Background: an optimization exercise with open tools, aiming at small area. Do not read the settings as production practice.
Where RTL was checked, it was by simulation tests only, not by an equivalence proof against the original.
Power is estimated from default activity; no workload was simulated.

==> run a <==
// decomp_unit
module decomp_unit (
  input  wire logic                  clk,
  input  wire logic                  arst_n,
  input  wire logic                  cfg_load,
  input  wire logic [CFG_W-1:0]      cfg,
  input  wire logic                  in_valid,
  input  wire logic                  in_last,
  input  wire logic [COEFF_W-1:0]    coeff,
  output logic                       out_valid,
  output logic                       out_last,
  output logic      [BUNDLE_W-1:0]   out,
  output logic                       cfg_busy,
  output logic                       cfg_reject
);
clock: 4.0 ns
lec_check: 0
cap_margin: 20
core_margin: 2
core_utilization: 50
gpl_timing_driven: 0
setup_slack_margin: 0.05
slew_margin: 20
standard.sh (not shown) runs the stock make flow with config.mk's settings and CLKGATE_MAP_FILE= SYNTH_SCRIPT=/design/flow/synth_recipe.tcl, a recipe that flattens the netlist after the stock synthesis.
==> flow/flow/run.sh <==
#!/bin/bash
# Own layout flow: the standard synthesis and ORFS flow, with three changes:
#  - ports are buffered with sky130_fd_sc_hd__buf_1 instead of the delay buffer
#    buffer_ports picks by default,
#  - CTS uses clkbuf_8 with larger sink clusters and inserts no dummy clock loads,
#  - constant-0 output ports share tie cells in small groups of neighbouring pins
#    (flow/share_ties.tcl, run before global placement).
# Each tool's output goes to a log of its own in this folder; ORFS keeps its
# per-step logs under orfs/logs.
set -euo pipefail
here=$(pwd)
export PRE_GLOBAL_PLACE_TCL="$here/flow/share_ties.tcl"
export TIE_GROUP=${TIE_GROUP:-12}
export BUFFER_PORTS_ARGS="-buffer_cell sky130_fd_sc_hd__buf_1"
export CTS_ARGS="-sink_clustering_enable -repair_clock_nets -dont_use_dummy_load -buf_list sky130_fd_sc_hd__clkbuf_8 -sink_clustering_size 20 -sink_clustering_max_diameter 45"
bash standard.sh synth > "$here/synth.log" 2>&1
bash standard.sh > "$here/layout.log" 2>&1
==> flow/flow/share_ties.tcl <==
# Let neighbouring constant-0 output ports share one tie cell.
# Each such port is driven by a tie of its own after floorplan (through the
# buffer that synthesis put in front of each port); the buffers are removed
# first, as global placement would do anyway, then the ports are sorted along
# the die edge and each run of TIE_GROUP ports keeps only its first tie.
remove_buffers
set block [ord::get_db_block]
set die [$block getDieArea]
set W [$die dx]
set H [$die dy]
set cands {}
foreach inst [$block getInsts] {
  if {[[$inst getMaster] getName] ne "sky130_fd_sc_hd__conb_1"} { continue }
  set lo [$inst findITerm LO]
  set hi [$inst findITerm HI]
  if {$lo eq "NULL" || [$lo getNet] eq "NULL"} { continue }
  if {$hi ne "NULL" && [$hi getNet] ne "NULL"} { continue }
  set net [$lo getNet]
  set bts [$net getBTerms]
  if {[llength $bts] != 1 || [llength [$net getITerms]] != 1} { continue }
  set bt [lindex $bts 0]
  if {[$bt getIoType] ne "OUTPUT"} { continue }
  set bb [$bt getBBox]
  set x [expr {([$bb xMin] + [$bb xMax]) / 2}]
  set y [expr {([$bb yMin] + [$bb yMax]) / 2}]
  # position along the die edge, counter-clockwise from the lower left corner
  if {$y <= 0 + 2000} {
    set p $x
  } elseif {$x >= $W - 2000} {
    set p [expr {$W + $y}]
  } elseif {$y >= $H - 2000} {
    set p [expr {$W + $H + ($W - $x)}]
  } else {
    set p [expr {2 * $W + $H + ($H - $y)}]
  }
  lappend cands [list $p $inst $net $bt]
}
set cands [lsort -real -index 0 $cands]
set k 0
set keep ""
set shared 0
foreach c $cands {
  lassign $c p inst net bt
  if {$k % $::env(TIE_GROUP) == 0} {
    set keep $net
  } else {
    $bt disconnect
    $bt connect $keep
    odb::dbInst_destroy $inst
    odb::dbNet_destroy $net
    incr shared
  }
  incr k
}
puts "share_ties: [llength $cands] constant ports, $shared ties removed"
==> run b (differences from run a) <==
--- a/flow/flow/run.sh
+++ b/flow/flow/run.sh
@@ -11,5 +11,5 @@
 here=$(pwd)
 export PRE_GLOBAL_PLACE_TCL="$here/flow/share_ties.tcl"
-export TIE_GROUP=${TIE_GROUP:-12}
+export TIE_GROUP=${TIE_GROUP:-6}
 export BUFFER_PORTS_ARGS="-buffer_cell sky130_fd_sc_hd__buf_1"
 export CTS_ARGS="-sink_clustering_enable -repair_clock_nets -dont_use_dummy_load -buf_list sky130_fd_sc_hd__clkbuf_8 -sink_clustering_size 20 -sink_clustering_max_diameter 45"
Settings changed: SETUP_SLACK_MARGIN 0.05 to 0.1.
==> run c (differences from run a) <==
Settings changed: CORE_UTILIZATION 50 to 55, SETUP_SLACK_MARGIN 0.05 to 0.1.
==> reports/results.txt <==
Post-DP HPWL - 27000 um
Post-route core utilization - 52.0%
Headroom to the max-slew limit - 32.2%
Switching Fraction - 26.8%
DR WL met2 - 15400 um
Die area - 25900 sq um
Vias in the first global route - 8379
Clock Power - 1.51 mW
Diode count - 0
R2R Path End - u_ctrl.dis_q[1]
Vias/cell - 6.12
Outcome - no timing/DRC/antenna violations
(the above is from run a)
==> reports/results.txt <==
DR WL met2 - 15000 um
Die area - 25900 sq um
Most common cell in the netlist - dfxtp_1
R2R Path End - u_ctrl.dis_q[3]
Clock Power - 1.50 mW
Post-route core utilization - 52.2%
Switching Fraction - 26.9%
Outcome - no timing/DRC/antenna violations
Headroom to the max-slew limit - 32.5%
Post-DP HPWL - 26400 um
Diode count - 1
(the above is from run b)
==> reports/results.txt <==
Vias in the first global route - 8186
Post-route core utilization - 57.6%
Headroom to the max-slew limit - 22.5%
Max_cap viols - 0
Switching Fraction - 26.8%
Post-DP HPWL - 25000 um
Outcome - no timing/DRC/antenna violations
CTS Buf Count - 25
Final-report setup violation count - 0
Sequential fraction of the synthesis area - 56.6%
R2R Path End - u_ctrl.dis_q[2]
(the above is from run c)
No functional check of the RTL was part of any run of this note.


==> inputs of build 56 <==
decomp_unit, a different RTL version from the one above (not shown whole).
Settings: LEC_CHECK=0, CAP_MARGIN=20, CORE_MARGIN=2, CORE_UTILIZATION=40, SLEW_MARGIN=20; clock period 4.0 ns.
==> flow/flow/run.sh <==
#!/bin/bash
# Own layout flow: the standard synthesis and ORFS flow, with three changes:
#  - ports are buffered with sky130_fd_sc_hd__buf_1 instead of the delay buffer
#    buffer_ports picks by default,
#  - CTS inserts no dummy clock loads,
#  - constant-0 output ports share tie cells in small groups of neighbouring pins
#    (flow/share_ties.tcl, run before global placement).
# Each tool's output goes to a log of its own in this folder; ORFS keeps its
# per-step logs under orfs/logs.
set -euo pipefail
here=$(pwd)
export PRE_GLOBAL_PLACE_TCL="$here/flow/share_ties.tcl"
export TIE_GROUP=${TIE_GROUP:-6}
export BUFFER_PORTS_ARGS="-buffer_cell sky130_fd_sc_hd__buf_1"
export CTS_ARGS="-sink_clustering_enable -repair_clock_nets -dont_use_dummy_load"
bash standard.sh synth > "$here/synth.log" 2>&1
bash standard.sh > "$here/layout.log" 2>&1
Scripts as last shown in full above: flow/flow/share_ties.tcl
==> build 30 (differences from build 56) <==
--- a/flow/flow/run.sh
+++ b/flow/flow/run.sh
@@ -14,3 +14,3 @@
 export BUFFER_PORTS_ARGS="-buffer_cell sky130_fd_sc_hd__buf_1"
-export CTS_ARGS="-sink_clustering_enable -repair_clock_nets -dont_use_dummy_load"
+export CTS_ARGS="-sink_clustering_enable -repair_clock_nets -dont_use_dummy_load -buf_list sky130_fd_sc_hd__clkbuf_4"
 bash standard.sh synth > "$here/synth.log" 2>&1
--- a/flow/config.mk
+++ b/flow/config.mk
@@ -9,3 +9,3 @@
 export CORE_MARGIN = 2
-export CORE_UTILIZATION = 40
+export CORE_UTILIZATION = 60
 export SLEW_MARGIN = 20
==> metrics.md <==
| Metric | Value |
|---|---|
| Status | `finished clean` |
| Leak | `0.00603 uW` |
| Share of cells above drive strength 1 | `between 10% and 20%` |
| Via Count | `9506` |
| Reg2Reg Setup Slack | `between 1500 and 2000 ps` |
| Min Clock Period, post-route | `3950 ps` |
| Crit path cell chain | `inv_2, mux4_2, mux2_2, or3_1, o21ai_1, buf_1` |
| Met2 Resource Use GR | `between 40% and 50%` |
| Worst Hold Launch | `coeff[40]` |
| DRT Wirelength | `approximately 36000 microns` |
| CTS Buf Count | `78` |
That was build 30.
==> metrics.md <==
| Metric | Value |
|---|---|
| Status | `finished clean` |
| Placed cell count | `1675` |
| Reg2Reg Setup Slack | `1870 ps` |
| Combinational share of power | `11.5%` |
| Worst Hold Launch | `u_coeff_dly.stage[194]$_DFF_P_` |
| Min Clock Period, post-route | `between 3000 and 4000 ps` |
| Share of cells above drive strength 1 | `14.4%` |
| Leak | `0.00601 uW` |
| Wire length on met3 | `about 3700 microns` |
| DRT Wirelength | `39200 microns` |
| Met2 Resource Use GR | `32.3%` |
| Wire length on met2 | `16600 microns` |
| Area grow syn2layout | `7.37%` |
That was build 56.


==> job 3025: inputs <==
Another version of the RTL of decomp_unit (not shown whole).
## decomp_unit
module decomp_unit (
  input  wire logic                  clk,
  input  wire logic                  arst_n,
  input  wire logic                  cfg_load,
  input  wire logic [CFG_W-1:0]      cfg,
  input  wire logic                  in_valid,
  input  wire logic                  in_last,
  input  wire logic [COEFF_W-1:0]    coeff,
  output logic                       out_valid,
  output logic                       out_last,
  output logic      [BUNDLE_W-1:0]   out,
  output logic                       cfg_busy,
  output logic                       cfg_reject
);
  logic [4:0]           tm1;
  logic [4:0]           tm1_n;
  logic [NUM_LANES-1:0] lane_en;
  logic [COEFF_W-1:0]   c_q;
  logic                 last_q;
  logic [31:0]          d0, d1;
  logic [20:0]          d2;
  logic [15:0]          d3;
  decomp_ctrl u_ctrl (
    .clk       (clk),
    .arst_n    (arst_n),
    .cfg_load  (cfg_load),
    .cfg       (cfg),
    .in_valid  (in_valid),
    .tm1       (tm1),
    .tm1_n     (tm1_n),
    .lane_en   (lane_en),
    .out_valid (out_valid),
    .cfg_busy  (cfg_busy),
    .cfg_reject(cfg_reject)
  );
  delay_line #(.WIDTH(COEFF_W), .CYCLES(DECOMP_LATENCY)) u_coeff_dly (
    .clk(clk), .d(coeff), .q(c_q)
  );
  delay_line #(.WIDTH(1), .CYCLES(DECOMP_LATENCY)) u_last_dly (
    .clk(clk), .d(in_last), .q(last_q)
  );
  always_comb begin
    for (int j = 0; j < 32; j++) begin
      d0[j] = c_q[j] & (5'(j) <= tm1);
    end
  end
  elem_decomp u_lanes (
    .c(c_q), .t(tm1), .tn(tm1_n), .en(lane_en[3:1]), .d1(d1), .d2(d2), .d3(d3));
  assign out_last = out_valid & last_q;
  assign out = {48'd0, d3, 43'd0, d2, 32'd0, d1, 32'd0, d0, lane_en & {NUM_LANES{out_valid}}};
endmodule
export LEC_CHECK = 0
export CAP_MARGIN = 20
export CORE_MARGIN = 2
export CORE_UTILIZATION = 50
export GPL_TIMING_DRIVEN = 0
export SETUP_SLACK_MARGIN = 0.1
export SLEW_MARGIN = 20
create_clock -name core_clock -period 4.0 [get_ports {clk}]
==> flow/flow/run.sh <==
#!/bin/bash
# Own layout flow: the standard synthesis and ORFS flow, with three changes:
#  - ports are buffered with sky130_fd_sc_hd__buf_1 instead of the delay buffer
#    buffer_ports picks by default,
#  - CTS uses clkbuf_8 with larger sink clusters and inserts no dummy clock loads,
#  - constant-0 output ports share tie cells in small groups of neighbouring pins
#    (flow/share_ties.tcl, run before global placement).
# Each tool's output goes to a log of its own in this folder; ORFS keeps its
# per-step logs under orfs/logs.
set -euo pipefail
here=$(pwd)
export PRE_GLOBAL_PLACE_TCL="$here/flow/share_ties.tcl"
export TIE_GROUP=${TIE_GROUP:-6}
export BUFFER_PORTS_ARGS="-buffer_cell sky130_fd_sc_hd__buf_1"
export CTS_ARGS="-sink_clustering_enable -repair_clock_nets -dont_use_dummy_load -buf_list sky130_fd_sc_hd__clkbuf_8 -sink_clustering_size 20 -sink_clustering_max_diameter 45"
bash standard.sh synth > "$here/synth.log" 2>&1
bash standard.sh > "$here/layout.log" 2>&1
Scripts as last shown in full above: flow/flow/share_ties.tcl
==> inputs of job 5672, as changes to job 3025 <==
--- a/flow/flow/run.sh
+++ b/flow/flow/run.sh
@@ -4,3 +4,3 @@
 #    buffer_ports picks by default,
-#  - CTS uses clkbuf_8 with larger sink clusters and inserts no dummy clock loads,
+#  - CTS inserts no dummy clock loads,
 #  - constant-0 output ports share tie cells in small groups of neighbouring pins
==> notes <==
In cell count, job 5672 and job 3025 do not differ. In non-clock buffer count, job 5672 and job 3025 do not differ. Maximum frequency is the same in job 3025 and job 5672. In global-route usage, job 3025 and job 5672 do not differ. In sequential power, job 5672 and job 3025 hardly differ. Sequential share of layout area is the same in job 5672 and job 3025. In synthesized cell count, job 3025 and job 5672 do not differ. In critical path depth, job 3025 and job 5672 do not differ. First-iteration DRC count is the same in job 3025 and job 5672. Worst hold slack is the same in job 5672 and job 3025.
==> figures <==
	job 3025	job 5672
Timing endpoint of the critical path	out[84]	out[84]
Port-buffer cells	187	187
Warnings from Yosys	4	4
Total of max-cap violations	0	0
Netlist Area Pre-Place	12700 µm²	12700 µm²
Ys async rst share	5.52%	5.52%
Total Nets Final	1362	1362
Worst setup timing slack at the placement stage	-0.466 ns	-0.466 ns
Result of the run	no timing/DRC/antenna violations	no timing/DRC/antenna violations
Post-synth top area cell	sky130_fd_sc_hd__dfxtp_1	sky130_fd_sc_hd__dfxtp_1
Maximum achievable frequency	0.253 GHz	0.253 GHz
Worst reg2reg path startpoint	u_ctrl.vld[4]$_DFF_PN0_	u_ctrl.vld[4]$_DFF_PN0_
Cell with the most instances after synthesis	sky130_fd_sc_hd__dfxtp_1	sky130_fd_sc_hd__dfxtp_1
Routed length on met1	18200 µm	18200 µm
Fraction of synthesized area in multiplexers	1.03%	1.03%
Inserted Clock Buffers	26	26
Layout sequential cell count	344	344
Initial antenna violation count	1	1
WS Path Type	reg2out	reg2out
Vias per std cell	6.36	6.36
Leakage dissipation	0.00513 µW	0.00513 µW

[separate check: timing with driven ports]
The results above use ideal ports. As a check the final layouts listed here were re-extracted and re-timed, cells and wires unchanged. Step 1 assumes that a clkbuf_16 drives the clock port and a buf_2 every other input. Step 2 also shifts input and output timing later by t, the mid clock arrival at the registers, as if the neighbouring blocks saw the same clock. Three values: no drivers, after step 1, after step 2; two values: the first two.
run | t (ns) | setup slack, ns | worst setup path at the end | worst data-port slew with drivers (ns)
run a | 0.597 | 0.118 / 0.070 / 0.667 | register to output | 0.05
run b | 0.603 | 0.107 / 0.060 / 0.663 | register to output | 0.05
run c | 0.595 | 0.142 / 0.095 / 0.691 | register to output | 0.05
build 56 | 0.528 | 0.085 / 0.037 / 0.565 | register to output | 0.07
build 30 | 0.685 | 0.052 / 0.011 / 0.696 | register to output | 0.07
job 3025 | 0.584 | 0.055 / 0.018 / 0.602 | register to output | 0.07
job 5672 | 0.584 | 0.055 / 0.018 / 0.602 | register to output | 0.07
After both steps every run listed still meets setup and hold.
